Background: an optimization exercise with open tools, aiming at small area, a short achievable clock period and few clock cycles. Do not read the settings as production practice.
In this exercise RTL edits were held to simulation tests only and were not proved equivalent to the original.
Power and IR drop assume default switching activity.

## the baseline
## collatz_range
module collatz_range #(
    parameter int RAM_WORDS     = 256,
    parameter int RAM_ADDR_BITS = 8
) (
    input  logic        clk,
    input  logic        reset,
    input  logic        go,
    input  logic [31:0] start,
    output logic        done,
    output logic [15:0] count
);
For scale: about 4800 flip-flops, roughly 52 I/O pins, ~240000 um^2 of cells after synthesis.
==> module collatz_range, before the edit <==
module collatz_range #(
    parameter int RAM_WORDS     = 256,
    parameter int RAM_ADDR_BITS = 8
) (
    input  logic        clk,
    input  logic        reset,
    input  logic        go,
    input  logic [31:0] start,
    output logic        done,
    output logic [15:0] count
);
    localparam int EB     = 4;               
    localparam int NENG   = 1 << EB;
    localparam int RB     = RAM_ADDR_BITS - EB;
    localparam int ROUNDS = 1 << RB;
    localparam int HB     = 32 - EB;         
    typedef enum logic [1:0] {IDLE, RUN, DONE} state_t;
    state_t         state;
    logic [EB-1:0]  b;                       
    logic [HB-1:0]  hi;                      
    logic [HB-1:0]  hbus;                    
    logic [RB:0]    kbus;
    logic           acc;                     
    assign acc = go && (state != RUN);
    logic [NENG-1:0]  eng_done;
    logic [RAM_WORDS*16-1:0] rflat;        
    genvar j;
    generate
        for (j = 0; j < NENG; j++) begin : g_eng
            logic [ROUNDS*16-1:0] w;
            for (genvar r = 0; r < ROUNDS; r++) begin : g_rd
                assign rflat[(r * NENG + j) * 16 +: 16] = w[(ROUNDS - 1 - r) * 16 +: 16];
            end
            collatz_range_engine #(.EB(EB), .RB(RB)) u_eng (
                .clk      (clk),
                .acc      (acc),
                .run      (state == RUN),
                .id       (EB'(j)),
                .start_lo (start[EB-1:0]),
                .b        (b),
                .kbus     (kbus),
                .hbus     (hbus),
                .word     (w),
                .edone    (eng_done[j])
            );
        end
    endgenerate
    logic [15:0] rd;
    assign rd = rflat[16 * start[RAM_ADDR_BITS-1:0] +: 16];
    always_ff @(posedge clk) begin
        if (reset) begin
            state <= IDLE;
            done  <= 1'b0;
            count <= 16'h0000;
            b     <= '0;
            hi    <= '0;
            hbus  <= '0;
            kbus  <= '0;
        end else begin
            count <= (state == DONE && !go) ? rd : 16'h0000;
            if (kbus == (RB+1)'(ROUNDS)) begin
                kbus <= '0;
                hbus <= hi;
            end else begin
                kbus <= kbus + (RB+1)'(1);
                hbus <= hbus + HB'(1);
            end
            case (state)
                IDLE, DONE: begin
                    if (go) begin
                        b     <= start[EB-1:0];
                        hi    <= start[31:EB];
                        hbus  <= start[31:EB];
                        kbus  <= '0;
                        done  <= 1'b0;
                        state <= RUN;
                    end
                end
                RUN: begin
                    if (&eng_done) begin
                        done  <= 1'b1;
                        state <= DONE;
                    end
                end
                default: state <= IDLE;
            endcase
        end
    end
endmodule
export LEC_CHECK = 0
export CAP_MARGIN = 20
export CORE_MARGIN = 2
export CORE_UTILIZATION = 40
export SLEW_MARGIN = 20
export SYNTH_MEMORY_MAX_BITS = 8192
create_clock -name core_clock -period 6.5 [get_ports {clk}]
run.sh (not shown) runs the stock make flow with config.mk's settings and CLKGATE_MAP_FILE= SYNTH_SCRIPT=/design/flow/synth_recipe.tcl, a recipe that flattens the netlist after the stock synthesis.
Testbench counts of the baseline, summed over its fixed seeds: cycles 28,603.
Relative to the baseline, the following input files were edited for the candidate:
-- flow/design.v --
<<< the baseline, line 10
    output logic [15:0] count
);
    localparam int EB     = 4;               
    localparam int NENG   = 1 << EB;
    localparam int RB     = RAM_ADDR_BITS - EB;
>>> the candidate, line 10
    output logic [15:0] count
);
    localparam int EB     = 5;               
    localparam int NENG   = 1 << EB;
    localparam int RB     = RAM_ADDR_BITS - EB;
--- outcome ---
The candidate — multi-input combinational gate total 7684 higher, the baseline as reference. Switching power summed over all nets delta (the candidate − the baseline): unfavourable. When the candidate is measured against the baseline, its actual slew at the worst max-slew pin turns out 0.13 ns higher. Adder and majority gate portion of the synthesized area (lower): the baseline. Overall die area: the candidate > the baseline. Going from the baseline to the candidate, cell count after placement grows by about 50%. Delta (the candidate minus the baseline): number of global-route vias before repair increased 73100; maximum frequency shrank by about 5%; sequential cell count climbed about 12%; number of clock buffers inserted by TritonCTS rose by about 15%. The candidate ends up with lower post-synthesis sequential area ratio than the baseline does.
Testbench counts of the candidate, summed over its fixed seeds: cycles 14,372.

==> static timing again, ports no longer ideal <==
The flow's constraints put no driver on any port. The routed layouts listed below were extracted and timed again, unchanged, in two steps. Step 1: set_driving_cell puts a clkbuf_16 on clk and a buf_2 on each other input, an assumption about the parent block. Step 2, shift: input delay + t, output delay - t, t = (earliest + latest rising clock arrival at the registers) / 2. This alone moves slack from input paths to output paths. a / b / c = ideal / step 1 / step 2; a / b = the first two.
run	t (ns)	setup slack, ns	latest minus earliest clock arrival (ns)	worst register clock-pin slew, ns	worst slew at a driven data input, ns
the baseline	1.159	1.558 / 1.558 / 1.251	0.073 / 0.073	0.07 / 0.07	0.12
the candidate	1.294	1.285 / 1.285 / 1.285	0.146 / 0.145	0.07 / 0.07	0.17
After both steps setup and hold are still met in every run listed. The setup slack of the baseline, which loses most, moves by 0.000 ns with the drivers and by -0.307 ns with both steps.
